Source: an optimization exercise on an open RTL-to-GDS flow (aim: small area, a short achievable clock period and few clock cycles). Production flows keep margins and buffers that such runs may drop.
In this exercise RTL edits were held to simulation tests only and were not proved equivalent to the original.
Power and IR drop assume default switching activity.

// edit_distance_engine_unit
module edit_distance_engine_unit (
  input  logic              clk,
  input  logic              rst,
  input  logic              in_valid,
  output logic              in_ready,
  input  logic [FUNC_W-1:0] in_func,
  input  logic [CHAR_W-1:0] in_char_code,
  output logic              out_valid,
  input  logic              out_ready,
  output logic [OUT_W-1:0]  out_distance,
  output logic [OUT_W-1:0]  out_ref_length,
  output logic [OUT_W-1:0]  out_typed_length,
  output logic              out_error
);
Settings: LEC_CHECK=0, ABC_CLOCK_PERIOD_IN_PS=1800, CAP_MARGIN=20, CORE_MARGIN=2, CORE_UTILIZATION=65, CTS_BUF_LIST=sky130_fd_sc_hd__clkbuf_16, CTS_CLUSTER_DIAMETER=120, CTS_CLUSTER_SIZE=30, SETUP_SLACK_MARGIN=4.0, SLEW_MARGIN=20; clock period 6.0 ns.
run.sh (not shown) runs the stock make flow with config.mk's settings and CLKGATE_MAP_FILE= SYNTH_SCRIPT=/design/flow/synth_recipe.tcl, a recipe that flattens the netlist after the stock synthesis.
The first run ran to the end with no violations.
Testbench counts at the start, summed over its fixed seeds: cycles 28,719.
Then changed:
ABC_CLOCK_PERIOD_IN_PS = 2200   (was 1800)
SETUP_SLACK_MARGIN = 3.6   (was 4.0)
The changed run went through all stages and came out clean.
Total power goes down slightly.
Flip-flop and latch count does not change.
Setup slack loses 0.19 ns.
Maximum frequency goes down by a little under a tenth.
Register-to-register slack loses 0.24 ns.

Starting RTL as in the previous note.
==> flow/design.v (excerpt) <==
module edit_distance_engine_unit (
  input  logic              clk,
  input  logic              rst,
  input  logic              in_valid,
  output logic              in_ready,
  input  logic [FUNC_W-1:0] in_func,
  input  logic [CHAR_W-1:0] in_char_code,
  output logic              out_valid,
  input  logic              out_ready,
  output logic [OUT_W-1:0]  out_distance,
  output logic [OUT_W-1:0]  out_ref_length,
  output logic [OUT_W-1:0]  out_typed_length,
  output logic              out_error
);
Settings: LEC_CHECK=0, ABC_CLOCK_PERIOD_IN_PS=2000, CAP_MARGIN=20, CORE_MARGIN=2, CORE_UTILIZATION=80, CTS_BUF_LIST=sky130_fd_sc_hd__clkbuf_16, CTS_CLUSTER_DIAMETER=120, CTS_CLUSTER_SIZE=30, SETUP_SLACK_MARGIN=3.8, SLEW_MARGIN=20; clock period 6.0 ns.
The first run produced a clean layout.
Testbench counts at the start, summed over its fixed seeds: cycles 28,719.
Edit:
- CORE_UTILIZATION: 80 -> 40
After rerunning:
- The changed run ran to the end with no violations
- routed wire length came out lower by 3.0%
- worst setup slack got worse by 36 ps
- power is about the same
- register-to-register slack improved by 20 ps
- die area came out higher by 98%
- design area came out higher by 2.0%
Edit:
- CORE_UTILIZATION: 40 -> 65
After rerunning:
- via count increases by 1.1%
- clock skew decreases by 7.8 ps
- wire length decreases by 4.5%
- power stays flat
- clock-buffer cell count increases by 1
- final area decreases by 1.5%
- global-route usage increases by 8.9 points
- register-to-register slack improved by 20 ps

Another version of the RTL of edit_distance_engine_unit (not shown whole).
Size in the first run: about 870 flip-flops.
Settings: LEC_CHECK=0, ABC_CLOCK_PERIOD_IN_PS=1500, CAP_MARGIN=20, CORE_MARGIN=2, CORE_UTILIZATION=40, SETUP_SLACK_MARGIN=4.2, SLEW_MARGIN=20; clock period 6.0 ns.
Testbench counts at the start, summed over its fixed seeds: cycles 28,719.
Rerun with:
ABC_CLOCK_PERIOD_IN_PS = 2000   (was 1500)
CTS_BUF_LIST = sky130_fd_sc_hd__clkbuf_16   (was default)
CTS_CLUSTER_DIAMETER = 120   (was default)
CTS_CLUSTER_SIZE = 30   (was default)
SETUP_SLACK_MARGIN = 3.8   (was 4.2)
Outcome:
- The changed run finished with timing, DRC and antenna clean
- wire length shrinks by 5.7%
- first-iteration DRC count shrinks by 4.2%
- count of clock-buffer cells in the layout shrinks by 90
Rerun with:
CTS_BUF_LIST = default   (was sky130_fd_sc_hd__clkbuf_16)
CTS_CLUSTER_DIAMETER = default   (was 120)
CTS_CLUSTER_SIZE = default   (was 30)
=> The changed run produced a clean layout. Clock skew goes down by 0.0031 ns. Worst setup slack loses 0.017 ns. Critical path depth stays the same. Final cell count goes up by a few percent. Routed wire length goes up by a few percent. Final area goes up by a few percent. Sequential share of layout area goes down by 3.0 points. Core utilization goes up by 2.3 points.

job 479:
edit_distance_engine_unit, a different RTL version from the one above (not shown whole).
Size in the first run: ~870 flip-flops, about 38 I/O pins, roughly 0.036 mm² of cells after synthesis.
==> flow/design.v (excerpt) <==
module edit_distance_engine_unit (
  input  logic              clk,
  input  logic              rst,
  input  logic              in_valid,
  output logic              in_ready,
  input  logic [FUNC_W-1:0] in_func,
  input  logic [CHAR_W-1:0] in_char_code,
  output logic              out_valid,
  input  logic              out_ready,
  output logic [OUT_W-1:0]  out_distance,
  output logic [OUT_W-1:0]  out_ref_length,
  output logic [OUT_W-1:0]  out_typed_length,
  output logic              out_error
);
  localparam int N   = MAX_LEN;
  localparam int NS  = 4;             
  localparam int SW  = N / NS;        
  localparam int L   = NS + 1;        
  localparam int R_W = 2 * LEN_W + 1;
  localparam int Q_W = R_W + LEN_W;
  logic             rdy;
  logic             acc;
  logic [LEN_W-1:0] ref_count;
  logic [LEN_W-1:0] typed_count;
  logic             ref_ok, typ_ok, fin_in, err_in;
  logic             can_ref, typed_room;
  logic             clr;
  logic [LEN_W-1:0] ref_inc, typed_inc;
  assign in_ready  = rdy;
  assign acc       = in_valid && rdy;
  assign ref_ok    = acc && (in_func == FN_REF) && can_ref;
  assign typ_ok    = acc && (in_func == FN_TYPED) && typed_room;
  assign fin_in    = acc && (in_func == FN_FINISH);
  assign err_in    = acc && ((in_func == FN_REF && !can_ref) || (in_func == FN_TYPED && !typed_room));
  assign clr       = rst || fin_in;
  assign ref_inc   = ref_count + LEN_W'(1);
  assign typed_inc = typed_count + LEN_W'(1);
  always_ff @(posedge clk) begin
    if (clr) begin
      ref_count   <= '0;
      typed_count <= '0;
      can_ref     <= 1'b1;
      typed_room  <= 1'b1;
    end else begin
  ...
==> flow/config.mk <==
export PLATFORM = sky130hd
export DESIGN_NAME = edit_distance_engine_unit
export DESIGN_NICKNAME = edit_distance_engine_unit
export VERILOG_FILES = /design/flow/design.v
export SDC_FILE = /design/flow/constraint.sdc
export NUM_CORES = 4
export LEC_CHECK = 0
export ABC_CLOCK_PERIOD_IN_PS = 2000
export CAP_MARGIN = 20
export CORE_MARGIN = 2
export CORE_UTILIZATION = 65
export CTS_BUF_LIST = sky130_fd_sc_hd__clkbuf_16
export CTS_CLUSTER_DIAMETER = 120
export CTS_CLUSTER_SIZE = 30
export SETUP_SLACK_MARGIN = 3.7
export SLEW_MARGIN = 20
==> flow/constraint.sdc <==
create_clock -name core_clock -period 6.0 [get_ports {clk}]
set_input_delay 1.2000 -clock core_clock [delete_from_list [all_inputs] [get_ports {clk}]]
set_output_delay 1.2000 -clock core_clock [all_outputs]
set_load 0.01 [all_outputs]
Job 479: PASS, flow complete, no timing, DRC or antenna violations
Testbench counts of job 479, summed over its fixed seeds: cycles 28,719.
Relative to job 479, the following input files were edited for job 933:
- a change of SETUP_SLACK_MARGIN from 3.7 to 3.8
- a change of ABC_CLOCK_PERIOD_IN_PS from 2000 to 3000
--- outcome ---
- Comparing job 933 and job 479, reported net switching power is lower on job 933.
- Changes observed in job 933 relative to job 479: wire length of the first global-routing pass now sits lower; relative contribution of combinational cells to total power now sits at about the same level; power dissipated in the clock network now sits lower.
- Comparing job 933 and job 479, the higher minimum clock period is on job 479.
- For non-filler instance count after layout, job 933 and job 479 come out practically identical.
- Job 479 has a higher routed wire length than job 933.
- Arrival time of the worst setup path: job 933 vs job 479 down 20 ps
- The final standard cell area without fillers of job 933 and that of job 479 are within noise of each other.
The following lists how job 6094 was set up differently from job 933:
- ABC_CLOCK_PERIOD_IN_PS now 2000, was 3000
Notes after the runs:
- [compare] base=job 933 new=job 6094: instance area at placement flat; register-to-register slack flat; distinct cell type count after synthesis flat.
- The weighted congestion at the end of routability-driven global placement of job 6094 and that of job 933 are within noise of each other.
- Comparing job 933 against job 6094, there is no change at all in maximum frequency.
- Diff job 6094..job 933 | synthesized instance count | unchanged

## job 101
Another version of the RTL of edit_distance_engine_unit (not shown whole).
For scale: about 820 flip-flops, roughly 38 I/O pins, ~37,000 µm² of cells after synthesis.
Settings: LEC_CHECK=0, CAP_MARGIN=20, CORE_MARGIN=2, CORE_UTILIZATION=40, CTS_BUF_LIST=sky130_fd_sc_hd__clkbuf_4, CTS_CLUSTER_SIZE=30, SLEW_MARGIN=20; clock period 6.0 ns.
Testbench counts of job 101, summed over its fixed seeds: cycles 28,351.
Setup changes, job 101 to job 102
Settings: clearing CTS_BUF_LIST, which used to be sky130_fd_sc_hd__clkbuf_4; clearing CTS_CLUSTER_SIZE, which used to be 30.
Results
Changes observed in job 102 relative to job 101: number of clock buffers in the layout lost about 65%, tightest hold margin picked up an extra 0.011 ns, power density relative to cell area picked up an extra 4.8%, shortest clock period the worst path allows after layout picked up an extra 0.015 ns.
Worst setup slack: higher on job 101
In the final design statistics, job 102 uses fewer standard cells in total than job 101.
Per the comparison of job 102 with job 101, combined area of the multi-input logic cells stayed essentially flat; total power now sits higher; post-route cell area has increased.
The sum of met2 wire segment lengths after detailed routing reported for job 102 is smaller than that of job 101 by about 0.6%.
## Diff of input files: job 103 against job 102
Settings: CTS_CLUSTER_SIZE now 30, previously not set; CTS_BUF_LIST now sky130_fd_sc_hd__clkbuf_4, previously not set; ABC_CLOCK_PERIOD_IN_PS now 2500, previously not set; SETUP_SLACK_MARGIN now 3.3, previously not set.
==> comparison <==
- Depth of the most critical reg-to-reg path (lower): job 103
- | sequential share of layout area | job 103 vs job 102 | 1.6 points lower |
- Clock network power (job 103 over job 102): decrease, about 6%
- Per the comparison of job 103 with job 102, utilization went up 1.6 points, data required time of the worst path went up 0.52 ns.
- Job 103 ended up with a higher number of antenna cells inserted than job 102 did.
- In job 103 relative to job 102, clock buffer count had gone up by more than 100%.
- nor4bb_1 as the master of the slowest instance on the critical path was reported by job 103, and a2111o_1 by job 102.
- Delta(cell leakage power, job 103 - job 102) > 0
- CTS buffer count up 128 in job 103 wrt job 102

[what the ideal ports hide]
How much do the figures lean on ideal ports? The routed layouts below were timed once more, with nothing changed but the port constraints. Step 1 assumes that a clkbuf_16 drives the clock port and a buf_2 every other input. Step 2, shift: input delay + t, output delay - t, t = (earliest + latest rising clock arrival at the registers) / 2. This alone moves slack from input paths to output paths. a / b / c = ideal ports / drivers / drivers and shift; a / b = the first two.
run	shift t [ns]	setup slack, ns	worst setup path at the end	cell pins on the clock port's net
the first run of note 1	0.649	3.756 / 3.695 / 3.328	input to register	1
the second run of note 1	0.633	3.567 / 3.578 / 2.966	input to register	1
the first run of note 2	0.654	3.731 / 3.670 / 3.233	input to register	1
the second run of note 2	0.642	3.695 / 3.627 / 3.231	input to register	1
the third run of note 2	0.643	3.734 / 3.674 / 3.213	input to register	1
the first run of note 3	0.705	3.598 / 3.533 / 3.196	input to register	1
the second run of note 3	0.651	3.608 / 3.542 / 3.191	input to register	1
the third run of note 3	0.698	3.591 / 3.527 / 3.162	input to register	1
job 479	0.632	3.744 / 3.687 / 3.362	input to register	1
job 933	0.633	3.758 / 3.697 / 3.320	input to register	1
job 6094	0.633	3.758 / 3.697 / 3.320	input to register	1
job 101	1.125	2.607 / 2.607 / 2.464	input to register	1
job 102	0.695	2.592 / 2.592 / 2.438	input to register	1
job 103	1.121	2.981 / 2.981 / 2.257	input to register	1
After both steps setup and hold are still met in every run listed. For job 103, which loses most, drivers alone change the setup slack by 0.000 ns; drivers and shift together by -0.724 ns.
